Background: an optimization exercise with open tools, aiming at small area, a short achievable clock period and few clock cycles per item. Do not read the settings as production practice. In this exercise RTL edits were held to simulation tests only and were not proved equivalent to the original.

### design/flow/standard.sh
#!/bin/bash
# synth_recipe.tcl (not shown) runs the flow's synth.tcl, then flattens the netlist and writes it again
# the make line also repeats each setting of config.mk as NAME=value (left out here)
make -C /OpenROAD-flow-scripts/flow DESIGN_CONFIG=/design/flow/config.mk WORK_HOME=/design/flow/orfs CLKGATE_MAP_FILE= SYNTH_SCRIPT=/design/flow/synth_recipe.tcl "${@:-finish}"
### design/flow/design.v
package aes_pkg;
   localparam int BYTE_W = 8;
   typedef logic [BYTE_W-1:0] lane_t;
endpackage
module sb_c_a21oi (input logic a1, a2, b1, output logic y); assign y = ~((a1 & a2) | b1); endmodule
module sb_c_a311o (input logic a1, a2, a3, b1, c1, output logic y); assign y = (a1 & a2 & a3) | b1 | c1; endmodule
module sb_c_and3 (input logic a, b, c, output logic y); assign y = a & b & c; endmodule
module sb_c_inv (input logic a, output logic y); assign y = ~a; endmodule
module sb_c_nor2 (input logic a, b, output logic y); assign y = ~(a | b); endmodule
module sb_c_o21ai (input logic a1, a2, b1, output logic y); assign y = ~((a1 | a2) & b1); endmodule
module sb_c_o2bb2ai (input logic a1_n, a2_n, b1, b2, output logic y); assign y = ~((~a1_n | ~a2_n) & (b1 | b2)); endmodule
module sb_c_o32a (input logic a1, a2, a3, b1, b2, output logic y); assign y = (a1 | a2 | a3) & (b1 | b2); endmodule
module sb_c_xnor2 (input logic a, b, output logic y); assign y = ~(a ^ b); endmodule
module sb_xor2 (input logic a, b, output logic y); assign y = a ^ b; endmodule
module sb_xnor2 (input logic a, b, output logic y); assign y = ~(a ^ b); endmodule
module sb_nand2 (input logic a, b, output logic y); assign y = ~(a & b); endmodule
module sb_nor2 (input logic a, b, output logic y); assign y = ~(a | b); endmodule
module sb_nand2b (input logic an, b, output logic y); assign y = ~(~an & b); endmodule
module sb_nor2b (input logic a, bn, output logic y); assign y = ~(a | ~bn); endmodule
module sb_mux2i (input logic s, a0, a1, output logic y); assign y = ~(s ? a1 : a0); endmodule
module sb_mux2 (input logic s, a0, a1, output logic y); assign y = s ? a1 : a0; endmodule
module sb_inv (input logic a, output logic y); assign y = ~a; endmodule
module sbox_st0 (input logic [7:0] si, input logic inv, output logic [11:0] so);
   logic n1;
   logic n2;
   logic n3;
   logic n4;
   logic n5;
   logic n6;
   logic n7;
   logic n8;
   logic n9;
   logic n10;
   logic n11;
   logic n12;
   logic n15;
   logic n16;
   logic n17;
   logic n18;
   logic n19;
   logic n20;
   logic n21;
   logic n22;
   logic T2;
   logic T3;
   logic T5;
   logic T6;
   logic T7;
   logic T8;
   logic T9;
   logic T11;
   logic T12;
   logic T14;
   logic T18;
   logic T20;
   logic T21;
   logic T22;
   logic T23;
   logic T24;
   logic T25;
   logic T26;
   logic T27;
   logic M1;
   logic M2;
   logic M3;
   logic M4;
   logic M5;
   logic M6;
   logic M7;
   logic M8;
   logic M9;
   logic M11;
   logic M12;
   logic M13;
   logic M14;
   logic M15;
   logic M16;
   logic M17;
   logic M18;
   logic n23;
   logic n24;
   logic n25;
   sb_xnor2 g0 (.a(si[2]), .b(si[5]), .y(n1));
   sb_xnor2 g1 (.a(si[1]), .b(si[6]), .y(n2));
   sb_xor2 g2 (.a(si[0]), .b(si[3]), .y(n3));
   sb_xor2 g3 (.a(si[4]), .b(si[7]), .y(n4));
   sb_xor2 g4 (.a(si[5]), .b(n3), .y(n5));
   sb_xnor2 g5 (.a(si[1]), .b(n4), .y(n6));
   sb_xor2 g6 (.a(si[2]), .b(n4), .y(n7));
   sb_xnor2 g7 (.a(si[0]), .b(n1), .y(n8));
   sb_xor2 g8 (.a(si[6]), .b(n3), .y(n9));
   sb_xnor2 g9 (.a(si[4]), .b(n2), .y(n10));
   sb_xnor2 g10 (.a(si[3]), .b(n2), .y(n11));
   sb_xor2 g11 (.a(si[7]), .b(n1), .y(n12));
   sb_mux2i g12 (.s(inv), .a0(si[0]), .a1(n12), .y(n15));
   sb_mux2i g13 (.s(inv), .a0(si[1]), .a1(n9), .y(n16));
   sb_mux2i g14 (.s(inv), .a0(si[2]), .a1(n6), .y(n17));
   sb_mux2i g15 (.s(inv), .a0(si[3]), .a1(n8), .y(n18));
   sb_mux2i g16 (.s(inv), .a0(si[4]), .a1(n11), .y(n19));
   sb_mux2i g17 (.s(inv), .a0(si[5]), .a1(n7), .y(n20));
   sb_mux2i g18 (.s(inv), .a0(si[6]), .a1(n5), .y(n21));
   sb_mux2i g19 (.s(inv), .a0(si[7]), .a1(n10), .y(n22));
   sb_xor2 g20 (.a(n22), .b(n19), .y(so[6]));
   sb_xor2 g21 (.a(n22), .b(n17), .y(T2));
   sb_xor2 g22 (.a(n22), .b(n16), .y(T3));
   sb_xor2 g23 (.a(n19), .b(n17), .y(so[7]));
   sb_xor2 g24 (.a(n18), .b(n16), .y(T5));
   sb_xor2 g25 (.a(so[6]), .b(T5), .y(T6));
   sb_xor2 g26 (.a(n21), .b(n20), .y(T7));
   sb_xnor2 g27 (.a(n15), .b(T6), .y(T8));
   sb_xnor2 g28 (.a(n15), .b(T7), .y(T9));
   sb_xor2 g29 (.a(T6), .b(T7), .y(so[3]));
   sb_xor2 g30 (.a(n21), .b(n17), .y(T11));
   sb_xnor2 g31 (.a(n20), .b(n17), .y(T12));
   sb_xor2 g32 (.a(T3), .b(so[7]), .y(so[4]));
   sb_xor2 g33 (.a(T6), .b(T11), .y(T14));
   sb_xor2 g34 (.a(T5), .b(T11), .y(so[2]));
   sb_xnor2 g35 (.a(T5), .b(T12), .y(so[0]));
   sb_xor2 g36 (.a(T9), .b(so[0]), .y(so[1]));
   sb_xor2 g37 (.a(n19), .b(n15), .y(T18));
   sb_xor2 g38 (.a(T7), .b(T18), .y(so[5]));
   sb_xor2 g39 (.a(so[6]), .b(so[5]), .y(T20));
   sb_xor2 g40 (.a(n16), .b(n15), .y(T21));
   sb_xor2 g41 (.a(T7), .b(T21), .y(T22));
   sb_xor2 g42 (.a(T2), .b(T22), .y(T23));
   sb_xor2 g43 (.a(T2), .b(so[3]), .y(T24));
   sb_xor2 g44 (.a(T20), .b(so[1]), .y(T25));
   sb_xor2 g45 (.a(T3), .b(so[0]), .y(T26));
   sb_xnor2 g46 (.a(so[6]), .b(T12), .y(T27));
   sb_nand2 g47 (.a(so[4]), .b(T6), .y(M1));
   sb_nand2 g48 (.a(T23), .b(T8), .y(M2));
   sb_xnor2 g49 (.a(T14), .b(M1), .y(M3));
   sb_nand2b g50 (.an(n15), .b(so[5]), .y(M4));
   sb_xnor2 g51 (.a(M4), .b(M1), .y(M5));
   sb_nand2 g52 (.a(T3), .b(so[0]), .y(M6));
   sb_nand2 g53 (.a(T22), .b(T9), .y(M7));
   sb_xnor2 g54 (.a(T26), .b(M6), .y(M8));
   sb_nand2 g55 (.a(T20), .b(so[1]), .y(M9));
   sb_nand2 g56 (.a(so[6]), .b(so[2]), .y(M11));
   sb_nand2 g57 (.a(so[7]), .b(T27), .y(M12));
   sb_xnor2 g58 (.a(M12), .b(M11), .y(M13));
   sb_nand2 g59 (.a(T2), .b(so[3]), .y(M14));
   sb_xnor2 g60 (.a(M14), .b(M11), .y(M15));
   sb_xor2 g61 (.a(M3), .b(M2), .y(M16));
   sb_xnor2 g62 (.a(M5), .b(T24), .y(M17));
   sb_xnor2 g63 (.a(M8), .b(M7), .y(M18));
   sb_xor2 g64 (.a(M16), .b(M13), .y(so[8]));
   sb_xnor2 g65 (.a(M17), .b(M15), .y(so[9]));
   sb_xnor2 g66 (.a(M18), .b(M13), .y(so[10]));
   sb_xnor2 g67 (.a(M6), .b(M11), .y(n23));
   sb_xor2 g68 (.a(n23), .b(M9), .y(n24));
   sb_xor2 g69 (.a(M14), .b(T25), .y(n25));
   sb_xnor2 g70 (.a(n24), .b(n25), .y(so[11]));
endmodule
module sbox_st1 (input logic [11:0] si, input logic inv, output logic [7:0] so);
   logic n10078;
   logic n10079;
   logic n10080;
   logic n10081;
   logic n10082;
   logic n10083;
   logic n10084;
   logic n10085;
   logic n10086;
   logic n10087;
   logic n10088;
   logic M37;
   logic M38;
   logic M39;
   logic M40;
   logic g11_w8;
   logic g11_w9;
   logic g11_w10;
   logic g11_w11;
   logic g11_w12;
   logic g11_w13;
   logic g11_w14;
   logic g11_w15;
   logic g11_w16;
   logic g11_w17;
   logic g11_w18;
   logic M41;
   logic M42;
   logic M43;
   logic M44;
   logic M45;
   logic M46;
   logic M47;
   logic M48;
   logic M49;
   logic M50;
   logic M51;
   logic M52;
   logic M53;
   logic M54;
   logic M55;
   logic M56;
   logic M57;
   logic M58;
   logic M59;
   logic M60;
   logic M61;
   logic M62;
   logic M63;
   logic n26;
   logic n27;
   logic n28;
   logic n29;
   logic n30;
   logic n31;
   logic n32;
   logic n33;
   logic n34;
   logic n35;
   logic n36;
   logic n37;
   logic n38;
   logic n39;
   logic n40;
   logic n41;
   logic n42;
   logic n43;
   logic n44;
   logic n45;
   logic n46;
   logic n47;
   logic n48;
   logic n51;
   logic n53;
   logic n54;
   logic n55;
   logic n58;
   sb_xnor2 g0 (.a(si[0]), .b(si[3]), .y(n10078));
   sb_xor2 g1 (.a(si[4]), .b(si[5]), .y(n10079));
   sb_xor2 g2 (.a(si[6]), .b(si[7]), .y(n10080));
   sb_xnor2 g3 (.a(si[2]), .b(n10078), .y(n10081));
   sb_xnor2 g4 (.a(si[1]), .b(n10078), .y(n10082));
   sb_xor2 g5 (.a(si[1]), .b(si[2]), .y(n10083));
   sb_xor2 g6 (.a(si[0]), .b(si[1]), .y(n10084));
   sb_xor2 g7 (.a(si[2]), .b(si[3]), .y(n10085));
   sb_xor2 g8 (.a(si[4]), .b(si[7]), .y(n10086));
   sb_xor2 g9 (.a(n10079), .b(n10080), .y(n10087));
   sb_xor2 g10 (.a(si[5]), .b(si[6]), .y(n10088));
   sb_c_inv g11_0 (.a(si[9]), .y(g11_w8));
   sb_c_inv g11_1 (.a(si[11]), .y(g11_w9));
   sb_c_o21ai g11_2 (.a1(g11_w8), .a2(si[8]), .b1(g11_w9), .y(g11_w10));
   sb_c_a21oi g11_3 (.a1(si[8]), .a2(si[10]), .b1(si[11]), .y(g11_w11));
   sb_c_o2bb2ai g11_4 (.a1_n(si[10]), .a2_n(g11_w10), .b1(g11_w11), .b2(si[9]), .y(M39));
   sb_c_inv g11_5 (.a(si[10]), .y(g11_w12));
   sb_c_nor2 g11_6 (.a(si[9]), .b(si[11]), .y(g11_w13));
   sb_c_and3 g11_7 (.a(si[8]), .b(si[10]), .c(si[11]), .y(g11_w14));
   sb_c_a21oi g11_8 (.a1(si[8]), .a2(g11_w12), .b1(g11_w8), .y(g11_w15));
   sb_c_a311o g11_9 (.a1(si[8]), .a2(g11_w12), .a3(g11_w13), .b1(g11_w14), .c1(g11_w15), .y(M38));
   sb_c_xnor2 g11_10 (.a(si[10]), .b(si[11]), .y(g11_w16));
   sb_c_a21oi g11_11 (.a1(si[9]), .a2(g11_w9), .b1(si[8]), .y(g11_w17));
   sb_c_a21oi g11_12 (.a1(g11_w8), .a2(g11_w16), .b1(g11_w17), .y(M37));
   sb_c_a21oi g11_13 (.a1(g11_w8), .a2(si[8]), .b1(g11_w12), .y(g11_w18));
   sb_c_o32a g11_14 (.a1(si[8]), .a2(g11_w12), .a3(g11_w13), .b1(g11_w18), .b2(si[11]), .y(M40));
   sb_xor2 g12 (.a(M38), .b(M40), .y(M41));
   sb_xor2 g13 (.a(M37), .b(M39), .y(M42));
   sb_xor2 g14 (.a(M37), .b(M38), .y(M43));
   sb_xor2 g15 (.a(M39), .b(M40), .y(M44));
   sb_xor2 g16 (.a(M42), .b(M41), .y(M45));
   sb_nand2 g17 (.a(M44), .b(n10081), .y(M46));
   sb_nand2 g18 (.a(M40), .b(n10082), .y(M47));
   sb_nand2 g19 (.a(M39), .b(n10083), .y(M48));
   sb_nand2 g20 (.a(M43), .b(si[0]), .y(M49));
   sb_nand2 g21 (.a(M38), .b(n10084), .y(M50));
   sb_nand2 g22 (.a(M37), .b(si[1]), .y(M51));
   sb_nand2 g23 (.a(M42), .b(si[2]), .y(M52));
   sb_nand2 g24 (.a(M45), .b(n10085), .y(M53));
   sb_nand2 g25 (.a(M41), .b(si[3]), .y(M54));
   sb_nand2 g26 (.a(M44), .b(si[4]), .y(M55));
   sb_nand2 g27 (.a(M40), .b(n10079), .y(M56));
   sb_nand2 g28 (.a(M39), .b(si[5]), .y(M57));
   sb_nand2 g29 (.a(M43), .b(n10086), .y(M58));
   sb_nand2 g30 (.a(M38), .b(n10087), .y(M59));
   sb_nand2 g31 (.a(M37), .b(n10088), .y(M60));
   sb_nand2 g32 (.a(M42), .b(si[6]), .y(M61));
   sb_nand2 g33 (.a(M45), .b(si[7]), .y(M62));
   sb_nand2 g34 (.a(M41), .b(n10080), .y(M63));
   sb_xnor2 g35 (.a(M61), .b(M62), .y(n26));
   sb_xnor2 g36 (.a(M55), .b(n26), .y(n27));
   sb_xnor2 g37 (.a(M50), .b(M56), .y(n28));
   sb_xor2 g38 (.a(M51), .b(M59), .y(n29));
   sb_xor2 g39 (.a(M49), .b(n28), .y(n30));
   sb_xnor2 g40 (.a(M54), .b(M58), .y(n31));
   sb_xor2 g41 (.a(M46), .b(M48), .y(n32));
   sb_xnor2 g42 (.a(M53), .b(n31), .y(n33));
   sb_xnor2 g43 (.a(n26), .b(n29), .y(n34));
   sb_xor2 g44 (.a(M60), .b(n32), .y(n35));
   sb_xor2 g45 (.a(M46), .b(M47), .y(n36));
   sb_xor2 g46 (.a(M52), .b(M53), .y(n37));
   sb_xor2 g47 (.a(M51), .b(n28), .y(n38));
   sb_xor2 g48 (.a(M50), .b(n33), .y(n39));
   sb_xnor2 g49 (.a(M52), .b(n35), .y(n40));
   sb_xnor2 g50 (.a(M61), .b(M63), .y(n41));
   sb_xnor2 g51 (.a(M49), .b(M58), .y(n42));
   sb_xnor2 g52 (.a(n26), .b(n35), .y(n43));
   sb_xor2 g53 (.a(n32), .b(n42), .y(n44));
   sb_xor2 g54 (.a(M56), .b(n36), .y(n45));
   sb_xnor2 g55 (.a(n30), .b(n37), .y(n46));
   sb_xor2 g56 (.a(M48), .b(n38), .y(n47));
   sb_xnor2 g57 (.a(M47), .b(n47), .y(n48));
   sb_xor2 g58 (.a(n34), .b(n39), .y(so[1]));
   sb_xnor2 g59 (.a(n27), .b(n46), .y(so[7]));
   sb_xnor2 g60 (.a(M57), .b(n30), .y(n51));
   sb_xnor2 g61 (.a(n34), .b(n44), .y(so[0]));
   sb_xor2 g62 (.a(n33), .b(n51), .y(n53));
   sb_xor2 g63 (.a(n37), .b(n45), .y(n54));
   sb_xor2 g64 (.a(n30), .b(n36), .y(n55));
   sb_xor2 g65 (.a(n27), .b(n54), .y(so[6]));
   sb_xnor2 g66 (.a(n43), .b(n53), .y(so[2]));
   sb_xnor2 g67 (.a(n31), .b(n41), .y(n58));
   sb_xor2 g68 (.a(n40), .b(n58), .y(so[5]));
   sb_xnor2 g69 (.a(n27), .b(n48), .y(so[3]));
   sb_xor2 g70 (.a(n27), .b(n55), .y(so[4]));
endmodule
module sbox_st2 (input logic [7:0] si, input logic inv, output logic [7:0] so);
   logic n62;
   logic n63;
   logic n64;
   logic n65;
   logic n66;
   logic n67;
   logic n68;
   logic n69;
   logic n70;
   logic n71;
   logic n72;
   logic n73;
   sb_xor2 g0 (.a(si[0]), .b(si[3]), .y(n62));
   sb_xnor2 g1 (.a(si[4]), .b(si[7]), .y(n63));
   sb_xnor2 g2 (.a(si[1]), .b(si[6]), .y(n64));
   sb_xnor2 g3 (.a(si[2]), .b(si[5]), .y(n65));
   sb_xnor2 g4 (.a(si[4]), .b(n64), .y(n66));
   sb_xor2 g5 (.a(si[5]), .b(n62), .y(n67));
   sb_xor2 g6 (.a(si[6]), .b(n62), .y(n68));
   sb_xnor2 g7 (.a(si[3]), .b(n64), .y(n69));
   sb_xor2 g8 (.a(si[1]), .b(n63), .y(n70));
   sb_xnor2 g9 (.a(si[2]), .b(n63), .y(n71));
   sb_xor2 g10 (.a(si[7]), .b(n65), .y(n72));
   sb_xnor2 g11 (.a(si[0]), .b(n65), .y(n73));
   sb_mux2i g12 (.s(inv), .a0(si[0]), .a1(n72), .y(so[0]));
   sb_mux2i g13 (.s(inv), .a0(si[1]), .a1(n68), .y(so[1]));
   sb_mux2i g14 (.s(inv), .a0(si[2]), .a1(n70), .y(so[2]));
   sb_mux2i g15 (.s(inv), .a0(si[3]), .a1(n73), .y(so[3]));
   sb_mux2i g16 (.s(inv), .a0(si[4]), .a1(n69), .y(so[4]));
   sb_mux2i g17 (.s(inv), .a0(si[5]), .a1(n71), .y(so[5]));
   sb_mux2i g18 (.s(inv), .a0(si[6]), .a1(n67), .y(so[6]));
   sb_mux2i g19 (.s(inv), .a0(si[7]), .a1(n66), .y(so[7]));
endmodule
module subbytes_stream
#(
   parameter int LANES      = 16,
   parameter int CNT_W      = 32
) (
   input  logic                    clk,
   input  logic                    rst,
   input  logic                    in_valid,
   output logic                    in_ready,
   input  logic [aes_pkg::BYTE_W*LANES-1:0] in_data,
   input  logic                    in_inv,
   input  logic                    in_last,
   output logic                    out_valid,
   input  logic                    out_ready,
   output logic [aes_pkg::BYTE_W*LANES-1:0] out_data,
   output logic                    out_last,
   output logic [CNT_W-1:0]        beat_count
);
   localparam int W1 = 12;
   localparam int W2 = 8;
   logic [W1*LANES-1:0] s1_d, s1_q;
   logic [W2*LANES-1:0] s2_d, s2_q;
   logic [2:1] inv_q, last_q, valid_q;
   logic load, in_fire;
   logic [CNT_W-1:0] cnt_q, cnt_d;
   genvar gi;
   for (gi = 0; gi < LANES; gi++) begin : g_lane
      sbox_st0 u_st0 (.si(in_data[aes_pkg::BYTE_W*gi +: aes_pkg::BYTE_W]), .inv(in_inv), .so(s1_d[W1*gi +: W1]));
      sbox_st1 u_st1 (.si(s1_q[W1*gi +: W1]), .inv(inv_q[1]), .so(s2_d[W2*gi +: W2]));
      sbox_st2 u_st2 (.si(s2_q[W2*gi +: W2]), .inv(inv_q[2]), .so(out_data[aes_pkg::BYTE_W*gi +: aes_pkg::BYTE_W]));
   end
   assign load      = ~valid_q[2] | out_ready;
   assign in_ready  = load;
   assign in_fire   = in_valid & load;
   assign out_valid = valid_q[2];
   assign out_last  = last_q[2];
   beat_count_next #(.W(CNT_W)) u_cnt (.q(cnt_q), .inc(in_fire), .d(cnt_d));
   assign beat_count = cnt_q;
   always_ff @(posedge clk or posedge rst) begin
      if (rst) begin
         valid_q <= '0;
         cnt_q   <= '0;
      end else begin
         if (load) valid_q <= {valid_q[2-1:1], in_valid};
         cnt_q <= cnt_d;
      end
   end
   always_ff @(posedge clk) begin
      if (load) begin
         s1_q <= s1_d;
         inv_q[1] <= in_inv;
         last_q[1] <= in_last;
         s2_q <= s2_d;
         inv_q[2] <= inv_q[1];
         last_q[2] <= last_q[1];
      end
   end
endmodule
module beat_count_next
#(
   parameter int W = 32
) (
   input  logic [W-1:0] q,
   input  logic         inc,
   output logic [W-1:0] d
);
   logic [W-1:0] ones, tn;
   always_comb begin
      ones[0] = 1'b1;
      for (int i = 1; i < W; i++) ones[i] = ones[i-1] & q[i-1];
   end
   sb_xor2 u_b0 (.a(q[0]), .b(inc), .y(d[0]));
   assign tn[0] = 1'b0;
   genvar gi;
   for (gi = 1; gi < W; gi++) begin : g_bit
      sb_nand2 u_t (.a(inc), .b(ones[gi]), .y(tn[gi]));
      sb_xnor2 u_d (.a(q[gi]), .b(tn[gi]), .y(d[gi]));
   end
endmodule
### design/flow/config.mk
export PLATFORM = sky130hd
export DESIGN_NAME = subbytes_stream
export DESIGN_NICKNAME = subbytes_stream
export VERILOG_FILES = /design/flow/design.v
export SDC_FILE = /design/flow/constraint.sdc
export NUM_CORES = 8
export LEC_CHECK = 0
export CAP_MARGIN = 20
export CORE_MARGIN = 2
export CORE_UTILIZATION = 50
export CTS_BUF_LIST = sky130_fd_sc_hd__clkbuf_4 sky130_fd_sc_hd__clkbuf_8
export PLACE_DENSITY = 0.65
export SETUP_SLACK_MARGIN = 2.3
export SLEW_MARGIN = 20
export SYNTH_HIERARCHICAL = 1
export SYNTH_MINIMUM_KEEP_SIZE = 0
### design/flow/constraint.sdc
create_clock -name core_clock -period 5.5 [get_ports {clk}]
set_input_delay 1.1000 -clock core_clock [delete_from_list [all_inputs] [get_ports {clk}]]
set_output_delay 1.1000 -clock core_clock [all_outputs]
set_load 0.01 [all_outputs]
### design/flow/flow/run.sh
#!/bin/bash
# The standard layout (standard.sh), except that the port buffers that
# buffer_ports inserts are sky130_fd_sc_hd__buf_2 cells instead of its default pick.
set -euo pipefail
export BUFFER_PORTS_ARGS="-buffer_cell sky130_fd_sc_hd__buf_2"
bash standard.sh > standard_make.log 2>&1
==> qor.csv, run 1 <==
stage,metric,value,unit
sta,timing.slew.headroom,0.450,
sta,hold_viol_final,0,
die,die_area,70100,um2
drt,drt_iter0_markers,1020,
critical_path,ff2ff_setup_slack,2580,ps
grt,grt_overflow_total,0,
drt,vias,23000,
clock_network,cts_root_buffer,clkbuf_8,
finish,final_nets,3837,
grt,globalRouteTotalUtil,0.201,
clock_network,clk_latency,620,ps
synth,ys_top_cells_by_area,"edfxtp_1 (29%), xor2_1 (28%), xnor2_1 (22%)",
sta,rsz0062_at_grt,yes,
drt,ant_nets,0,
clock_network,ctsHtreeMaxLevel,3,
clock_network,holdBufCountCts,0,
sta,skew,23.9,ps
clock_network,cts_made_buffers,69,
drt,wl,71300,um
min_path,hold_class,register to register,
finish,final_cell_area,39400,um2
critical_path,path_max_fanout,34,
die,fp-row-count,95,
clock_network,path_clk_slew,50,ps
job,maxCapViolations,0,
clock_network,cts_tree,yes,
finish,stdcell_count,4629,
clock_network,cts.sinks,358,
synth,syn-cell-area,34000,um2
synth,yosysSeqAreaShare,0.311,
grt,grt_busiest_layer,met2,
finish,multi_input_area,24200,um2
synth,synthArstFlopShare,0.0950,
placement,portBuffers,296,
critical_path,crit_required,5850,ps
sta,drv_slew,0,
synth,ys_ff_latch,358,
drt,drc,0,
sta,fin_crit_sh,0.568,
sta,setup_violations,0,
die,core,67300,um2
critical_path,startpoint,in_inv,
critical_path,r2r-end,s2_q[76],
grt,gr-usage-met2,0.350,
synth,synth_edf_count,324,
critical_path,worst_r2r_startpoint,s1_q[118],
synth,synth_common_cells,"xor2_1 (1,089), xnor2_1 (847), nand2_1 (456)",
placement,place_congestion,0.888,
synth,synth_cell_types,30,
sta,fmax,320,MHz
die,floorplan.initialDensity,0.505,
sta,setup_slack,2370,ps
synth,synth_area_leader_cell,edfxtp_1,
grt,met1_usage,0.252,
finish,drive_above_1_share,0.189,
grt,grt_pass1_wl,117000,um
critical_path,worst_setup_path_end_kind,register,
grt,antenna_found_initial,8,
finish,syn2layout_area_growth,15.9,%
finish,seq_area,10600,um2
synth,yosysMostFrequentCell,xor2_1,
critical_path,rr_worst_depth,9,
critical_path,endpoint,s1_q[93],
clock_network,cts.path.max_buffers,3,
sta,tns,0,ps
placement,dpl.cell_count,4487,
drt,drtPass1Iterations,5,
placement,dp_hpwl,55800,um
drt,drt-vias-per-instance,4.98,
grt,met3_usage,0.0340,
synth,synth.top_cell.area_share,0.286,
critical_path,arrival,3480,ps
critical_path,path_class,primary input to register,
drt,avgRoutedWirePerCell,15.4,um
synth,syn_inst,3310,
synth,ys.warnings.count,8,
die,top_level_ports,297,
synth,syn_nets,3444,
grt,grt_max_degree,151,
grt,grt_pass1_vias,24100,
sta,fin_crit,3130,ps
synth,ys.flop_type,edfxtp_1,
die,chipWidth,265,um
critical_path,start_kind,primary input,
placement,post-place-ws,1250,ps
synth,syn_area_per_cell,10.3,um2
finish,fillCellCount,5816,
run_status,outcome,"complete, no violations",
die,fp.dieH,265,um
sta,tightestPinTransition,825,ps
placement,place_area,37500,um2
[through the flow]
stage | util | hold WS, ps
floorplan | - | 400
finish | 0.585 | 418
detailed placement | 0.558 | 407
CTS | 0.581 | 411
global route | 0.585 | 424
global placement | 0.558 | 402
[Yosys stat by module (local to each module, per instance), excerpt]
module | area, um2 | flops+latches | times used
subbytes_stream | 10600 | 358 | 1
sb_c_o2bb2ai | 15.0 | 0 | 16
sb_c_o32a | 10.0 | 0 | 16
sb_mux2i | 10.0 | 0 | 256
sb_c_xnor2 | 8.76 | 0 | 16
sb_xor2 | 8.76 | 0 | 1089
sb_c_a21oi | 8.76 | 0 | 80
sb_xnor2 | 8.76 | 0 | 831
sb_nand2b | 6.26 | 0 | 16
sb_c_o21ai | 5.00 | 0 | 16
sb_c_inv | 3.75 | 0 | 48
sb_nand2 | 3.75 | 0 | 447
[what timing repair did]
item	4_1_cts	5_1_grt
cloned	3	1
resized for setup	6	32
setup endpoints to repair	175	39
setup buffers	3	11
pin swaps	1	5
[cell families after synthesis]
| kind of cell | after synthesis | share of synthesized area |
|---|---|---|
| AOI/OAI and AO/OA | 144 | 0.0395 |
| xor gates and xnor gates | 1936 | 0.499 |
| buffers and inverters | 60 | 0.00666 |
| DFF | 358 | 0.311 |
| muxes | 257 | 0.0758 |
| and+or+nand+nor | 555 | 0.0677 |
[sequential cells by signal, indices dropped and copies added, names as in the netlist]
register,flops
s2_q,128
valid_q,2
inv_q,2
s1_q,192
cnt_q,32
last_q,2
[critical path, cell delays in order]
cell	delay, ps
buf_16	250
buf_16	270
mux2i_2	380
xor2_2	370
xor2_2	300
xor2_1	290
xor2_1	220
xnor2_1	160
xnor2_1	80
[worst min path at each step]
| stage | startpoint | end | depth (start not counted) |
|---|---|---|---|
| global route | inv_q[1] | inv_q[2] | 0 |
| CTS | rst | cnt_q[16] | 2 |
| floorplan | inv_q[1] | inv_q[2] | 0 |
| global placement | inv_q[1] | inv_q[2] | 0 |
| finish | inv_q[1] | inv_q[2] | 0 |
| detailed placement | inv_q[1] | inv_q[2] | 0 |
[area by class of cell]
type / count / area share
well taps: 873 / 0.0277
clock inverters: 30 / 0.00731
inverters: 58 / 0.00553
clock buffers: 88 / 0.0282
diodes: 6 / 0.000381
multi-input cells: 2893 / 0.615
flip-flops and latches: 358 / 0.269
repair buffers: 323 / 0.0471
[routing by layer]
layer,vias to the layer above,part of all wire,routed length [um]
met2,408,0.49,34600
met4,4,0.023,1650
met5,-,0.00032,23
met1,10900,0.45,31800
li1,11600,-,-
met3,94,0.044,3150
[cell usage in the layout, fill, tap and decap left out, types with 6 or more instances in the layout]
cell | synthesis | layout
nand2b_1 | 16 | 16
clkinvlp_4 | 0 | 6
a311o_1 | 16 | 16
clkbuf_4 | 0 | 16
buf_2 | 1 | 295
clkinv_1 | 0 | 6
clkinv_2 | 0 | 11
diode_2 | 0 | 6
nand4_1 | 6 | 6
mux2i_2 | 0 | 75
nand2_1 | 456 | 456
o21ai_1 | 16 | 16
o2bb2ai_2 | 16 | 16
dfrtp_1 | 34 | 34
buf_4 | 0 | 16
edfxtp_1 | 324 | 324
a21oi_2 | 80 | 80
xor2_1 | 1089 | 1025
mux2i_1 | 256 | 176
xnor2_2 | 0 | 26
nand3_1 | 7 | 7
xnor2_1 | 847 | 821
and3_1 | 20 | 20
clkbuf_8 | 0 | 72
xor2_2 | 0 | 63
nor2_1 | 22 | 22
o32a_1 | 16 | 16
inv_1 | 58 | 58
nor3_1 | 10 | 10
Testbench counts, summed over its fixed seeds: cycles 4,112, items 4,096.
==> inputs of run 2 (changes only) <==
--- a/design/flow/config.mk
+++ b/design/flow/config.mk
@@ -7,9 +7,11 @@
 export LEC_CHECK = 0
 export CAP_MARGIN = 20
 export CORE_MARGIN = 2
-export CORE_UTILIZATION = 50
+export CORE_UTILIZATION = 45
 export CTS_BUF_LIST = sky130_fd_sc_hd__clkbuf_4 sky130_fd_sc_hd__clkbuf_8
-export PLACE_DENSITY = 0.65
+export CTS_CLUSTER_DIAMETER = 80
+export CTS_CLUSTER_SIZE = 16
+export PLACE_DENSITY = 0.6
 export SETUP_SLACK_MARGIN = 2.3
 export SLEW_MARGIN = 20
 export SYNTH_HIERARCHICAL = 1
==> qor.csv, run 2 <==
stage,metric,value,unit
critical_path,path_class,register to output port,
synth,synth_common_cells,"xor2_1 (1,089), xnor2_1 (847), nand2_1 (456)",
finish,largest_reg_flops,192,
placement,portBuffers,296,
run_status,outcome,"complete, no violations",
die,fp.dieH,279,um
critical_path,crit_required,4400,ps
critical_path,rr_worst_depth,9,
finish,fin_util,0.524,
synth,ys.warnings.count,8,
drt,wl,68600,um
synth,synthArstFlopShare,0.0950,
critical_path,slowest_delay,400,ps
synth,ys_ff_latch,358,
die,core,74600,um2
synth,ys_top_cells_by_area,"edfxtp_1 (29%), xor2_1 (28%), xnor2_1 (22%)",
die,top_level_ports,297,
finish,reg.largest.list,"s1_q (192), s2_q (128), cnt_q (32)",
sta,setup_slack,2400,ps
sta,fin_crit_sh,0.563,
finish,regMostFlops,s1_q,
placement,dp_hpwl,52400,um
drt,drt_iter0_markers,727,
die,die_area,77700,um2
finish,final_nets,3803,
clock_network,clk_latency,680,ps
finish,syn2layout_area_growth,15.0,%
synth,synth_cell_types,30,
synth,synth_edf_count,324,
critical_path,ff2ff_setup_slack,2600,ps
drt,avgRoutedWirePerCell,14.7,um
synth,yosysMostFrequentCell,xor2_1,
sta,drv_slew,0,
drt,drtPass1Iterations,5,
finish,layout_commonest_cell,xor2_1,
finish,most-common-layout-cells,"xor2_1 (1,024), xnor2_1 (814), nand2_1 (456)",
synth,syn_nets,3444,
synth,syn-cell-area,34000,um2
drt,vias,22000,
critical_path,arrival,2000,ps
clock_network,cts.sinks,358,
placement,dpl.cell_count,4584,
sta,fmax,323,MHz
sta,setup_violations,0,
clock_network,cts_tree,yes,
critical_path,start_kind,register,
synth,synth_area_leader_cell,edfxtp_1,
die,chipWidth,279,um
critical_path,r2r-end,s2_q[28],
sta,fin_crit,3100,ps
critical_path,endpoint,out_data[106],
critical_path,worst_r2r_startpoint,s1_q[46],
placement,post-place-ws,1400,ps
synth,yosysSeqAreaShare,0.311,
sta,hold_viol_final,0,
clock_network,cts_root_buffer,clkbuf_8,
grt,globalRouteTotalUtil,0.169,
finish,drive_above_1_share,0.183,
clock_network,path_clk_slew,110,ps
grt,grt_pass1_wl,110000,um
synth,ys.flop_type,edfxtp_1,
grt,grt_max_degree,124,
critical_path,crit_family,buffers and inverters,
finish,stdcell_count,4662,
critical_path,crit_path_cell_trace,"buf_6, clkbuf_16, mux2i_4, buf_2",
grt,antenna_found_initial,8,
drt,ant_nets,0,
die,floorplan.initialDensity,0.456,
drt,drt-vias-per-instance,4.71,
min_path,hold_class,register to register,
synth,synth.top_cell.area_share,0.286,
critical_path,crit_slowest_cell,edfxtp_1,
grt,grt_overflow_total,0,
die,fp-row-count,100,
job,maxCapViolations,0,
synth,syn_inst,3310,
clock_network,cts.path.max_buffers,3,
sta,rsz0062_at_grt,yes,
synth,syn_area_per_cell,10.3,um2
clock_network,holdBufCountCts,0,
critical_path,path_max_fanout,6,
sta,timing.slew.headroom,0.463,
critical_path,crit_cells,4,
grt,grt_pass1_vias,21900,
critical_path,worst_setup_path_end_kind,output port,
placement,place_congestion,0.846,
drt,drc,0,
clock_network,ctsHtreeMaxLevel,1,
clock_network,cts_made_buffers,31,
sta,tightestPinTransition,805,ps
critical_path,startpoint,inv_q[2],
sta,skew,17.8,ps
critical_path,path_buf_inv,3,
==> run 2: cell types whose count changed in the layout (fill, tap and decap cells not counted), moves of 3 or more <==
cell / change
xnor2_2: +7
mux2i_4: +9
clkinv_1: -5
clkinv_2: -11
clkbuf_16: +4
clkinv_4: +3
mux2i_1: -11
buf_16: +4
diode_2: -3
xnor2_1: -7
clkbuf_4: -8
clkbuf_8: -41
clkinvlp_4: -3
==> run 2: final cells by class <==
class	instances	area, um2
Clock inverter	15	196
Inverter	58	218
Sequential cell	358	10600
Fill cell	6864	35500
Tap cell	969	1210
Clock buffer	39	487
Multi-Input combinational cell	2892	24400
Timing Repair Buffer	328	1980
Antenna cell	3	7.51
==> run 2: how the worst min path moves through the flow <==
stage,startpoint,to,slack (ps),cells past startpoint
after floorplan,inv_q[1],inv_q[2],400,0
after global placement,last_q[1],last_q[2],400,0
after detailed placement,last_q[1],last_q[2],410,0
after CTS,last_q[1],last_q[2],430,0
after global routing,last_q[1],last_q[2],440,0
final,last_q[1],last_q[2],430,0
==> run 2: logic make-up after synthesis <==
logic type,share of synthesized area
muxes,0.0758
DFF,0.311
xor gates and xnor gates,0.499
and+or+nand+nor,0.0677
buffers and inverters,0.00666
AOI/OAI and AO/OA,0.0395
==> run 2: modules after synthesis (local to each module, per instance), a selection <==
module,copies in the design,area (um2)
sb_mux2i,256,10.0
sb_c_a311o,16,10.0
subbytes_stream,1,10600
sb_xor2,1089,8.76
sb_c_o2bb2ai,16,15.0
sb_c_and3,16,6.26
sb_nand2,447,3.75
==> run 2: repair_timing <==
action | in CTS | in global routing
pin swaps | 0 | 7
gates resized for setup | 29 | 43
cloned | 3 | 6
buffers inserted | 3 | 9
endpoints found under the setup margin | 128 | 90
==> run 2: worst reg2reg max path: stages, from the launching register on <==
cell and delay (ps):
edfxtp_1 490, inv_1 180, a21oi_2 60, a311o_1 390, xor2_1 310, xor2_1 230
nand2_1 100, xnor2_1 410, xnor2_1 270, xor2_1 210
==> run 2: metrics by stage <==
stage | TNS, ps | hold slack [ps] | instance area (um2)
5_1_grt | 0 | 441 | 39100
6_report | 0 | 434 | 39100
3_5_place_dp | 0 | 407 | 37600
4_1_cts | 0 | 432 | 38600
3_3_place_gp | 0 | 405 | 37600
2_1_floorplan | -36910 | 400 | 34800
==> run 2: routing by layer <==
| layer | up-vias | wire, um | GRT usage |
|---|---|---|---|
| li1 | 11500 | - | - |
| met1 | 10100 | 32100 | 0.225 |
| met2 | 254 | 32800 | 0.294 |
| met3 | 56 | 2500 | 0.0250 |
| met4 | 10 | 1090 | 0.0278 |
| met5 | - | 61 | 0 |
==> inputs of run 3 (changes only) <==
--- a/design/flow/config.mk
+++ b/design/flow/config.mk
@@ -10,7 +10,7 @@
 export CORE_UTILIZATION = 45
 export CTS_BUF_LIST = sky130_fd_sc_hd__clkbuf_4 sky130_fd_sc_hd__clkbuf_8
 export CTS_CLUSTER_DIAMETER = 80
-export CTS_CLUSTER_SIZE = 16
+export CTS_CLUSTER_SIZE = 20
 export PLACE_DENSITY = 0.6
 export SETUP_SLACK_MARGIN = 2.3
 export SLEW_MARGIN = 20
==> qor.csv, run 3 <==
stage,metric,value,unit
finish,reg.largest.list,"s1_q (192), s2_q (128), cnt_q (32)",
synth,ys_top_cells_by_area,"edfxtp_1 (29%), xor2_1 (28%), xnor2_1 (22%)",
clock_network,cts.sinks,358,
die,fp-row-count,100,
finish,layout_commonest_cell,xor2_1,
finish,stdcell_count,4668,
critical_path,crit_required,4400,ps
sta,tightestPinTransition,795,ps
finish,fillCellCount,6870,
finish,syn2layout_area_growth,15.1,%
clock_network,clk_latency,690,ps
critical_path,path_class,register to output port,
grt,grt_pass1_vias,21900,
grt,grt_pass1_wl,110000,um
finish,multi_input_area,24400,um2
sta,skew,25.2,ps
die,fp.dieH,279,um
clock_network,cts_tree,yes,
sta,hold_viol_final,0,
critical_path,arrival,2020,ps
clock_network,cts_root_buffer,clkbuf_8,
run_status,outcome,"complete, no violations",
synth,syn_area_per_cell,10.3,um2
synth,yosysSeqAreaShare,0.311,
critical_path,worst_r2r_startpoint,s1_q[104],
synth,synth.top_cell.area_share,0.286,
critical_path,start_kind,register,
grt,antenna_found_initial,9,
die,top_level_ports,297,
placement,dp_hpwl,52400,um
finish,largest_reg_flops,192,
clock_network,cts.path.max_buffers,3,
critical_path,rr_worst_depth,8,
die,core,74600,um2
finish,drive_above_1_share,0.183,
synth,syn_nets,3444,
drt,drt_iter0_markers,735,
drt,drt-vias-per-instance,4.71,
drt,vias,22000,
placement,dpl.cell_count,4584,
clock_network,ctsHtreeMaxLevel,1,
grt,globalRouteTotalUtil,0.170,
finish,final_nets,3805,
sta,timing.slew.headroom,0.470,
die,die_area,77700,um2
critical_path,startpoint,inv_q[2],
synth,yosysMostFrequentCell,xor2_1,
synth,syn-cell-area,34000,um2
sta,worst_hold_slack,437,ps
placement,portBuffers,296,
die,chipWidth,279,um
synth,synth_edf_count,324,
synth,synth_area_leader_cell,edfxtp_1,
clock_network,cts_made_buffers,31,
sta,fin_crit,3120,ps
finish,regMostFlops,s1_q,
drt,avgRoutedWirePerCell,14.6,um
critical_path,endpoint,out_data[60],
finish,seq_area,10600,um2
drt,wl,68000,um
critical_path,worst_setup_path_end_kind,output port,
synth,ys.flop_type,edfxtp_1,
grt,grt_max_degree,124,
critical_path,r2r-end,s2_q[70],
grt,grt_overflow_total,0,
clock_network,path_clk_slew,110,ps
synth,synth_common_cells,"xor2_1 (1,089), xnor2_1 (847), nand2_1 (456)",
synth,ys_ff_latch,358,
synth,synth_cell_types,30,
min_path,hold_class,register to register,
finish,most-common-layout-cells,"xor2_1 (1,024), xnor2_1 (815), nand2_1 (456)",
sta,setup_violations,0,
sta,fmax,320,MHz
drt,ant_nets,0,
drt,drc,0,
finish,fin_util,0.524,
placement,place_congestion,0.846,
clock_network,holdBufCountCts,0,
synth,syn_inst,3310,
synth,synthArstFlopShare,0.0950,
critical_path,ff2ff_setup_slack,2620,ps
drt,drtPass1Iterations,4,
job,maxCapViolations,0,
synth,ys.warnings.count,8,
sta,rsz0062_at_grt,yes,
sta,drv_slew,0,
critical_path,path_max_fanout,13,
die,floorplan.initialDensity,0.456,
sta,fin_crit_sh,0.568,
run 3: cell counts after synthesis:
Identical to the previous run, type by type.
run 3: logic make-up after synthesis:
group,Yosys count,share of synthesized area
compound gates,144,0.0395
xor+xnor,1936,0.499
buf+inv,60,0.00666
flops,358,0.311
mux,257,0.0758
simple gates,555,0.0677
run 3: metrics by stage:
stage,setup slack (ps),setup TNS (ps),area (um2)
after floorplan,-288,-36910,34800
after global placement,1440,0,37600
after detailed placement,1400,0,37600
after CTS,2200,0,38800
after global routing,2250,0,39100
final,2380,0,39100
run 3: critical path: stages (launching register included):
cell       delay, ps
edfxtp_1         410
buf_4            250
clkbuf_16        270
mux2i_1          220
buf_2            150
run 3: layer usage:
metal	GRT usage	vias to the layer above	routed length, um
met2	0.296	257	32700
met3	0.0230	51	2370
li1	-	11500	-
met5	0	-	62
met4	0.0284	10	874
met1	0.228	10200	32000
run 3: worst min-delay path by stage:
stage	from	end	slack, ps	cells after the start
after floorplan	inv_q[1]	inv_q[2]	400	0
after global placement	last_q[1]	last_q[2]	400	0
after detailed placement	last_q[1]	last_q[2]	410	0
after CTS	last_q[1]	last_q[2]	430	0
after global routing	last_q[1]	last_q[2]	440	0
final	last_q[1]	last_q[2]	440	0
run 3: modules after synthesis (local to each module, per instance), excerpt:
module | copies in the design | cell area (um2)
sb_c_a21oi | 80 | 8.76
sb_c_a311o | 16 | 10.0
sb_c_and3 | 16 | 6.26
sb_c_inv | 48 | 3.75
sb_c_nor2 | 16 | 3.75
sb_c_o21ai | 16 | 5.00
sb_c_o32a | 16 | 10.0
sb_c_xnor2 | 16 | 8.76
sb_mux2i | 256 | 10.0
sb_nand2 | 447 | 3.75
sb_nand2b | 16 | 6.26
sb_xor2 | 1089 | 8.76
subbytes_stream | 1 | 10600
run 3: layout make-up:
type                            instances  share of cell area
Inverter                               58             0.00557
Sequential cell                       358               0.271
Antenna cell                            3            0.000192
Timing Repair Buffer                  330              0.0513
Tap cell                              969              0.0310
Clock inverter                         20             0.00582
Multi-Input combinational cell       2892               0.623
Clock buffer                           38              0.0129
run 3: timing repair:
item | CTS | global route
resized for setup | 41 | 27
pin swaps | 0 | 3
gates cloned | 5 | 3
endpoints found under the setup margin | 127 | 61
setup buffers | 4 | 11
hold endpoints to repair | 0 | 0
==> inputs of run 4 (changes only) <==
--- a/design/flow/config.mk
+++ b/design/flow/config.mk
@@ -12,7 +12,7 @@
 export CTS_CLUSTER_DIAMETER = 80
 export CTS_CLUSTER_SIZE = 20
 export PLACE_DENSITY = 0.6
-export SETUP_SLACK_MARGIN = 2.3
+export SETUP_SLACK_MARGIN = 2.2
 export SLEW_MARGIN = 20
 export SYNTH_HIERARCHICAL = 1
 export SYNTH_MINIMUM_KEEP_SIZE = 0
==> qor.csv, run 4 <==
stage,metric,value,unit
min_path,holdPathEnd,inv_q[2],
synth,ys_ff_latch,358,
finish,multi_input_area,23700,um2
sta,setup_violations,0,
sta,hold_viol_final,0,
clock_network,cts_made_buffers,31,
die,chipWidth,279,um
run_status,outcome,"complete, no violations",
synth,yosysSeqAreaShare,0.311,
critical_path,crit_required,5940,ps
grt,globalRouteTotalUtil,0.164,
critical_path,ff2ff_setup_slack,2600,ps
placement,dp_hpwl,51400,um
critical_path,start_kind,primary input,
finish,final_nets,3790,
critical_path,worst_setup_path_end_kind,register,
job,maxCapViolations,0,
critical_path,arrival,3630,ps
grt,grt_pass1_wl,107000,um
synth,ys.flop_type,edfxtp_1,
placement,place_area,37200,um2
drt,drc,0,
synth,syn-cell-area,34000,um2
synth,synth_area_leader_cell,edfxtp_1,
synth,syn_area_per_cell,10.3,um2
finish,syn2layout_area_growth,12.6,%
finish,drive_above_1_share,0.154,
clock_network,cts_tree,yes,
drt,drt-vias-per-instance,4.69,
finish,fin_util,0.513,
drt,avgRoutedWirePerCell,13.8,um
finish,final_cell_area,38300,um2
drt,wl,64200,um
min_path,hold_class,register to register,
synth,synth_cell_types,30,
placement,portBuffers,296,
synth,synth_xor_area_frac,0.499,
sta,timing.slew.headroom,0.260,
synth,synthMuxAreaShare,0.0758,
clock_network,holdBufCountCts,0,
critical_path,path_class,primary input to register,
finish,seq_area,10600,um2
die,core,74600,um2
finish,most-common-layout-cells,"xor2_1 (1,037), xnor2_1 (845), nand2_1 (456)",
die,die_area,77700,um2
critical_path,worst_r2r_startpoint,s1_q[10],
sta,drv_slew,0,
placement,place_congestion,0.855,
clock_network,path_clk_slew,110,ps
synth,synth.top_cell.area_share,0.286,
drt,drt_iter0_markers,814,
drt,vias,21800,
sta,fin_crit_sh,0.581,
critical_path,startpoint,in_inv,
die,fp-row-count,100,
clock_network,cts.sinks,358,
finish,layout_commonest_cell,xor2_1,
min_path,hold_depth,0,
sta,skew,27.3,ps
critical_path,rr_worst_depth,9,
synth,synth_compound_area_frac,0.0395,
die,floorplan.initialDensity,0.456,
synth,synth_common_cells,"xor2_1 (1,089), xnor2_1 (847), nand2_1 (456)",
synth,synth_edf_count,324,
sta,fmax,313,MHz
grt,grt_max_degree,178,
finish,largest_reg_flops,192,
drt,ant_nets,0,
sta,tightestPinTransition,1110,ps
synth,synthArstFlopShare,0.0950,
synth,synth_adder_area_share,0,
min_path,min_from,inv_q[1],
clock_network,cts_root_buffer,clkbuf_8,
sta,tns,0,ps
synth,ys.warnings.count,8,
finish,reg.largest.list,"s1_q (192), s2_q (128), cnt_q (32)",
finish,fillCellCount,6919,
synth,synth_simple_gate_area_frac,0.0677,
sta,fin_crit,3200,ps
grt,grt_pass1_vias,22000,
synth,ys_top_cells_by_area,"edfxtp_1 (29%), xor2_1 (28%), xnor2_1 (22%)",
synth,syn_nets,3444,
die,fp.dieH,279,um
finish,regMostFlops,s1_q,
grt,antenna_found_initial,18,
synth,syn_inst,3310,
clock_network,clk_latency,670,ps
clock_network,ctsHtreeMaxLevel,1,
critical_path,path_max_fanout,61,
critical_path,r2r-end,s2_q[6],
grt,grt_overflow_total,0,
synth,yosysMostFrequentCell,xor2_1,
die,top_level_ports,297,
synth,synth_top_family_by_area,XOR/XNOR gates,
drt,drtPass1Iterations,5,
sta,rsz0062_at_grt,yes,
clock_network,cts.path.max_buffers,3,
[run 4: cell counts after synthesis]
No cell type changed its count.
[run 4: repair_timing]
item | CTS | global route
setup buffers | 3 | 3
gates resized for setup | 10 | 44
gates cloned | 1 | 0
pin swaps | 0 | 2
setup endpoints to repair | 152 | 39
hold endpoints to repair | 0 | 0
[run 4: modules after synthesis (local to each module, per instance), excerpt]
module,cells inside,flops+latches
sb_c_inv,1,0
subbytes_stream,363,358
sb_c_and3,1,0
sb_nand2,1,0
sb_c_a21oi,1,0
sb_mux2i,1,0
sb_c_o32a,1,0
sb_c_xnor2,1,0
sb_xnor2,1,0
sb_c_o2bb2ai,1,0
sb_nand2b,1,0
[run 4: worst max-delay path, cell delays in order]
cell and delay, ps:
buf_12 290, buf_6 320, mux2i_2 400, xor2_2 350
xor2_2 290, xor2_1 280, nand2_1 150, xor2_1 180
xnor2_1 130
[run 4: cells by family after synthesis]
| kind of cell | after synthesis |
|---|---|
| compound gates | 144 |
| xor+xnor | 1936 |
| mux | 257 |
| simple gates | 555 |
| flops | 358 |
| buf+inv | 60 |
[run 4: how the worst max path moves through the flow]
stage,end,slack [ps]
after floorplan,out_data[0],-290
after global placement,s1_q[35],1200
after detailed placement,s1_q[11],1170
after CTS,out_data[75],2190
after global routing,s1_q[23],2150
final,s1_q[11],2300
[run 4: final cells by class]
cell class                      instances  share of cell area
Antenna cell                            7            0.000458
Clock buffer                           36              0.0125
Clock inverter                         22             0.00726
Inverter                               58             0.00569
Multi-Input combinational cell       2892               0.621
Sequential cell                       358               0.277
Tap cell                              969              0.0317
Timing Repair Buffer                  315              0.0453
[run 4: stage by stage]
step / instances / hold slack, ps / setup WS, ps
after floorplan: 3310 / 400 / -288
after detailed placement: 4585 / 405 / 1170
after global routing: 4657 / 449 / 2150
after global placement: 4585 / 403 / 1200
after CTS: 4647 / 429 / 2190
final: 4657 / 431 / 2300
[run 4: metal layers]
layer  vias up  global-route usage  part of all wire
li1      11500                   -                 -
met1      9987               0.212              0.46
met2       242               0.290              0.49
met3        70              0.0263             0.039
met5         -                   0            0.0017
met4        18              0.0289             0.014
==> inputs of run 5 (changes only) <==
--- a/design/flow/config.mk
+++ b/design/flow/config.mk
@@ -12,7 +12,7 @@
 export CTS_CLUSTER_DIAMETER = 80
 export CTS_CLUSTER_SIZE = 20
 export PLACE_DENSITY = 0.6
-export SETUP_SLACK_MARGIN = 2.2
+export SETUP_SLACK_MARGIN = 2.4
 export SLEW_MARGIN = 20
 export SYNTH_HIERARCHICAL = 1
 export SYNTH_MINIMUM_KEEP_SIZE = 0
==> qor.csv, run 5 <==
stage,metric,value,unit
die,fp.dieH,279,um
placement,portBuffers,296,
run_status,outcome,"complete, no violations",
drt,drc,0,
finish,reg.largest.list,"s1_q (192), s2_q (128), cnt_q (32)",
clock_network,cts.sinks,358,
sta,tns,0,ps
placement,post-place-ws,1490,ps
drt,drtPass1Iterations,5,
finish,drive_above_1_share,0.210,
placement,place_congestion,0.843,
drt,wl,68100,um
sta,hold_viol_final,0,
synth,ys_top_cells_by_area,"edfxtp_1 (29%), xor2_1 (28%), xnor2_1 (22%)",
sta,fin_crit,3060,ps
min_path,hold_class,primary input to async pin,
drt,avgRoutedWirePerCell,14.5,um
placement,dp_hpwl,53400,um
critical_path,arrival,1960,ps
finish,final_nets,3839,
synth,synthArstFlopShare,0.0950,
synth,synth_cell_types,30,
synth,yosysSeqAreaShare,0.311,
die,top_level_ports,297,
clock_network,cts_made_buffers,31,
synth,ys_ff_latch,358,
sta,skew,18.6,ps
die,core,74600,um2
synth,syn_nets,3444,
clock_network,clk_latency,680,ps
finish,most-common-layout-cells,"xor2_1 (1,004), xnor2_1 (781), nand2_1 (456)",
synth,synth.top_cell.area_share,0.286,
clock_network,cts_root_buffer,clkbuf_8,
sta,setup_violations,0,
clock_network,ctsHtreeMaxLevel,1,
sta,setup_slack,2440,ps
synth,synth_edf_count,324,
clock_network,holdBufCountCts,0,
finish,stdcell_count,4703,
grt,grt_overflow_total,0,
synth,syn-cell-area,34000,um2
clock_network,cts.path.max_buffers,3,
sta,fin_crit_sh,0.556,
grt,grt_max_degree,162,
critical_path,path_max_fanout,2,
grt,antenna_found_initial,12,
die,fp-row-count,100,
die,floorplan.initialDensity,0.456,
finish,fillCellCount,6783,
synth,yosysMostFrequentCell,xor2_1,
sta,timing.slew.headroom,0.291,
grt,grt_pass1_vias,22200,
finish,regMostFlops,s1_q,
synth,ys.flop_type,edfxtp_1,
sta,drv_slew,0,
die,die_area,77700,um2
placement,dpl.cell_count,4584,
sta,fmax,327,MHz
synth,syn_inst,3310,
die,chipWidth,279,um
finish,largest_reg_flops,192,
synth,synth_common_cells,"xor2_1 (1,089), xnor2_1 (847), nand2_1 (456)",
synth,synth_area_leader_cell,edfxtp_1,
finish,layout_commonest_cell,xor2_1,
drt,vias,22200,
drt,ant_nets,0,
clock_network,cts_tree,yes,
sta,rsz0062_at_grt,yes,
critical_path,path_class,register to output port,
drt,drt_iter0_markers,747,
grt,grt_pass1_wl,110000,um
synth,syn_area_per_cell,10.3,um2
clock_network,path_clk_slew,120,ps
critical_path,worst_setup_path_end_kind,output port,
sta,tightestPinTransition,1060,ps
job,maxCapViolations,0,
finish,syn2layout_area_growth,18.2,%
critical_path,start_kind,register,
synth,ys.warnings.count,8,
drt,drt-vias-per-instance,4.73,
critical_path,crit_required,4400,ps
grt,globalRouteTotalUtil,0.169,
## run 5: path summary, 6_finish.rpt
path	from	to	slack, ps	cells past startpoint
hold reg to reg	inv_q[1]	inv_q[2]	430	0
setup / recovery	s2_q[37]	out_data[32]	2440	4
min in group core_clock	inv_q[1]	inv_q[2]	430	0
max in group asynchronous	rst	cnt_q[18]	4390	3
hold / removal	rst	cnt_q[31]	410	2
setup reg to reg	s1_q[118]	s2_q[76]	2620	9
## run 5: logic make-up (layout without fill, tap and decap cells)
kind of cell / after synthesis / count (layout) / share of synthesized area
AOI/OAI and AO/OA: 144 / 144 / 0.0395
xor gates and xnor gates: 1936 / 1936 / 0.499
and+or+nand+nor: 555 / 555 / 0.0677
DFF: 358 / 358 / 0.311
muxes: 257 / 257 / 0.0758
buffers and inverters: 60 / 479 / 0.00666
other: 0 / 5 / 0
## run 5: metrics by stage
stage | area, um2 | util | hold WS [ps]
2_1_floorplan | 35400 | - | 400
3_3_place_gp | 38200 | 0.512 | 401
3_5_place_dp | 38200 | 0.512 | 405
4_1_cts | 39200 | 0.526 | 368
5_1_grt | 40100 | 0.538 | 405
6_report | 40200 | 0.538 | 408
## run 5: layer usage
layer / wire (um) / vias up / global-route usage
li1: - / 11600 / -
met1: 31300 / 10300 / 0.221
met2: 33200 / 283 / 0.300
met3: 2600 / 63 / 0.0235
met4: 935 / 12 / 0.0305
met5: 80 / - / 0
## run 5: final cells by class
| type | count | area (um2) | share of cell area |
|---|---|---|---|
| inverters | 58 | 218 | 0.00542 |
| clock buffers | 32 | 434 | 0.0108 |
| well taps | 969 | 1210 | 0.0302 |
| multi-input cells | 2892 | 25100 | 0.626 |
| flip-flops and latches | 358 | 10600 | 0.263 |
| clock inverters | 25 | 282 | 0.00701 |
| diodes | 5 | 12.5 | 0.000312 |
| repair buffers | 364 | 2280 | 0.0568 |
## run 5: critical path, stage by stage, from the launching register on
cell	delay (ps)
edfxtp_1	450
xnor2_2	190
xor2_1	160
mux2i_2	290
buf_2	200
## run 5: what timing repair did
item	in CTS	in global routing
gates cloned	1	4
buffers inserted	11	41
resized for setup	30	72
setup endpoints to repair	160	120
pin swaps	4	19
hold endpoints to repair	0	0
## run 5: Yosys stat by module (local to each module, per instance), a selection
| module | cells | flip-flops and latches | cell area [um2] | times used |
|---|---|---|---|---|
| sb_xnor2 | 1 | 0 | 8.76 | 831 |
| sb_c_o21ai | 1 | 0 | 5.00 | 16 |
| sb_nand2b | 1 | 0 | 6.26 | 16 |
| sb_c_inv | 1 | 0 | 3.75 | 48 |
| sb_c_a311o | 1 | 0 | 10.0 | 16 |
| sb_c_o32a | 1 | 0 | 10.0 | 16 |
| sb_c_nor2 | 1 | 0 | 3.75 | 16 |
==> inputs of run 6 (changes only) <==
--- a/design/flow/config.mk
+++ b/design/flow/config.mk
@@ -8,11 +8,11 @@
 export CAP_MARGIN = 20
 export CORE_MARGIN = 2
 export CORE_UTILIZATION = 45
-export CTS_BUF_LIST = sky130_fd_sc_hd__clkbuf_4 sky130_fd_sc_hd__clkbuf_8
-export CTS_CLUSTER_DIAMETER = 80
+export CTS_BUF_LIST = sky130_fd_sc_hd__clkbuf_8 sky130_fd_sc_hd__clkbuf_16
+export CTS_CLUSTER_DIAMETER = 100
 export CTS_CLUSTER_SIZE = 20
 export PLACE_DENSITY = 0.6
-export SETUP_SLACK_MARGIN = 2.4
+export SETUP_SLACK_MARGIN = 2.3
 export SLEW_MARGIN = 20
 export SYNTH_HIERARCHICAL = 1
 export SYNTH_MINIMUM_KEEP_SIZE = 0
==> qor.csv, run 6 <==
stage,metric,value,unit
critical_path,path_class,register to output port,
clock_network,clk_latency,590,ps
die,floorplan.initialDensity,0.456,
critical_path,crit_path_cell_trace,"buf_4, buf_16, mux2i_2, buf_2",
clock_network,path_clk_slew,80,ps
synth,syn-cell-area,34000,um2
drt,wl,66900,um
finish,fin_util,0.524,
finish,largest_reg_flops,192,
finish,reg.largest.list,"s1_q (192), s2_q (128), cnt_q (32)",
clock_network,holdBufCountCts,0,
die,top_level_ports,297,
finish,syn2layout_area_growth,15.0,%
sta,fmax,322,MHz
clock_network,ctsHtreeMaxLevel,1,
clock_network,cts.path.max_buffers,3,
sta,skew,25.4,ps
grt,grt_overflow_total,0,
synth,synth_area_leader_cell,edfxtp_1,
finish,regMostFlops,s1_q,
synth,yosysSeqAreaShare,0.311,
finish,most-common-layout-cells,"xor2_1 (1,025), xnor2_1 (819), nand2_1 (456)",
synth,ys.warnings.count,8,
sta,hold_viol_final,0,
die,fp.dieH,279,um
grt,antenna_found_initial,7,
placement,portBuffers,296,
job,maxCapViolations,0,
die,fp-row-count,100,
synth,synth_edf_count,324,
finish,final_cell_area,39100,um2
finish,drive_above_1_share,0.180,
finish,fillCellCount,6834,
drt,ant_nets,0,
synth,synthArstFlopShare,0.0950,
clock_network,cts_made_buffers,26,
sta,drv_slew,0,
critical_path,arrival,2010,ps
synth,syn_area_per_cell,10.3,um2
placement,post-place-ws,1400,ps
grt,grt_pass1_vias,21900,
synth,ys_ff_latch,358,
sta,fin_crit,3110,ps
synth,ys_top_cells_by_area,"edfxtp_1 (29%), xor2_1 (28%), xnor2_1 (22%)",
grt,grt_max_degree,124,
sta,timing.slew.headroom,0.458,
critical_path,path_max_fanout,26,
synth,synth_common_cells,"xor2_1 (1,089), xnor2_1 (847), nand2_1 (456)",
critical_path,crit_required,4400,ps
sta,rsz0062_at_grt,yes,
run_status,outcome,"complete, no violations",
synth,syn_nets,3444,
drt,vias,22000,
finish,final_nets,3797,
clock_network,cts_tree,yes,
placement,dp_hpwl,52400,um
grt,grt_pass1_wl,109000,um
die,die_area,77700,um2
placement,place_congestion,0.846,
clock_network,cts_root_buffer,clkbuf_16,
finish,layout_commonest_cell,xor2_1,
critical_path,crit_slowest_cell,edfxtp_1,
synth,yosysMostFrequentCell,xor2_1,
min_path,hold_class,register to register,
sta,fin_crit_sh,0.565,
synth,ys.flop_type,edfxtp_1,
synth,syn_inst,3310,
die,chipWidth,279,um
drt,drc,0,
sta,setup_violations,0,
critical_path,crit_family,buffers and inverters,
critical_path,worst_setup_path_end_kind,output port,
grt,globalRouteTotalUtil,0.167,
critical_path,slowest_delay,380,ps
clock_network,cts.sinks,358,
drt,drt-vias-per-instance,4.72,
synth,synth_cell_types,30,
finish,seq_area,10600,um2
placement,place_area,37600,um2
die,core,74600,um2
synth,synth.top_cell.area_share,0.286,
drt,avgRoutedWirePerCell,14.4,um
sta,tightestPinTransition,814,ps
critical_path,path_buf_inv,3,
drt,drt_iter0_markers,694,
sta,setup_slack,2390,ps
critical_path,start_kind,register,
finish,multi_input_area,24300,um2
drt,drtPass1Iterations,4,
sta,worst_hold_slack,426,ps
run 6: cell types whose count changed in the layout (fill, tap and decap cells not counted), sizes merged:
cell / before / now
clkbuf: 36 / 31
diode: 5 / 2
clkinv: 13 / 8
buf: 359 / 325
bufbuf: 1 / 0
inv: 69 / 67
run 6: logic make-up (layout without fill, tap and decap cells):
family | Yosys count | count (layout) | share of synthesized area
AOI/OAI and AO/OA | 144 | 144 | 0.0395
and+or+nand+nor | 555 | 555 | 0.0677
buffers and inverters | 60 | 432 | 0.00666
DFF | 358 | 358 | 0.311
xor gates and xnor gates | 1936 | 1936 | 0.499
other | 0 | 2 | 0
muxes | 257 | 257 | 0.0758
run 6: final cells by class:
class / instances / area share
Antenna cell: 2 / 0.000128
Clock buffer: 29 / 0.0186
Clock inverter: 18 / 0.00422
Inverter: 58 / 0.00557
Multi-Input combinational cell: 2892 / 0.622
Sequential cell: 358 / 0.271
Tap cell: 969 / 0.0310
Timing Repair Buffer: 327 / 0.0479
run 6: routing by layer:
layer	GRT usage	part of all wire	vias to the layer above
met2	0.289	0.48	260
met3	0.0224	0.035	50
met1	0.225	0.48	10100
met4	0.0265	0.011	10
li1	-	-	11500
met5	0	0.00093	-
run 6: Yosys stat by module (local to each module, per instance), excerpt:
module | cell area, um2 | cells inside
sb_c_o21ai | 5.00 | 1
sb_c_a21oi | 8.76 | 1
subbytes_stream | 10600 | 363
sb_nand2b | 6.26 | 1
sb_xor2 | 8.76 | 1
sb_xnor2 | 8.76 | 1
sb_c_nor2 | 3.75 | 1
sb_mux2i | 10.0 | 1
sb_nand2 | 3.75 | 1
sb_c_a311o | 10.0 | 1
sb_c_o2bb2ai | 15.0 | 1
sb_c_and3 | 6.26 | 1
run 6: repair_timing:
| action | in CTS | in global routing |
|---|---|---|
| resized for setup | 19 | 44 |
| setup buffers | 5 | 12 |
| pin swaps | 4 | 6 |
| endpoints found under the setup margin | 140 | 57 |
| cloned | 1 | 2 |
run 6: worst paths after layout:
kind,start,to,slack (ps),cells past startpoint
setup / recovery,inv_q[2],out_data[108],2390,4
hold / removal,last_q[1],last_q[2],430,0
setup reg to reg,s1_q[80],s2_q[54],2610,8
hold reg to reg,last_q[1],last_q[2],430,0
max in group asynchronous,rst,cnt_q[12],4580,3
min in group asynchronous,rst,cnt_q[1],590,3
run 6: stage by stage:
| step | cells | TNS [ps] |
|---|---|---|
| 5_1_grt | 4653 | 0 |
| 6_report | 4653 | 0 |
| 4_1_cts | 4637 | 0 |
| 2_1_floorplan | 3310 | -36910 |
| 3_5_place_dp | 4584 | 0 |
| 3_3_place_gp | 4584 | 0 |

-- port drivers added, routing unchanged --
The flow's constraints put no driver on any port. The routed layouts listed below were extracted and timed again, unchanged, in two steps. Step 1 assumes that a clkbuf_16 drives the clock port and a buf_2 every other input. Step 2 times the ports against the registers' clock, not the clock port: input delays grow and output delays shrink by t, the midpoint of the rising clock arrivals with the driver on. a / b / c = ideal ports / drivers / drivers and shift; a / b = the first two.
run	t (ns)	setup WS [ns]	hold WS [ns]
run 1	0.665	2.374 / 2.202 / 1.538	0.418 / 0.418 / 0.418
run 2	0.724	2.403 / 2.249 / 1.525	0.434 / 0.434 / 0.434
run 3	0.736	2.375 / 2.269 / 1.533	0.437 / 0.437 / 0.437
run 4	0.716	2.303 / 2.284 / 1.578	0.431 / 0.431 / 0.431
run 5	0.726	2.444 / 2.384 / 1.658	0.408 / 0.372 / 0.428
run 6	0.641	2.392 / 2.169 / 1.528	0.426 / 0.426 / 0.426
After both steps every run listed still meets setup and hold. For run 2, which loses most, drivers alone change the setup slack by -0.154 ns; drivers and shift together by -0.878 ns.
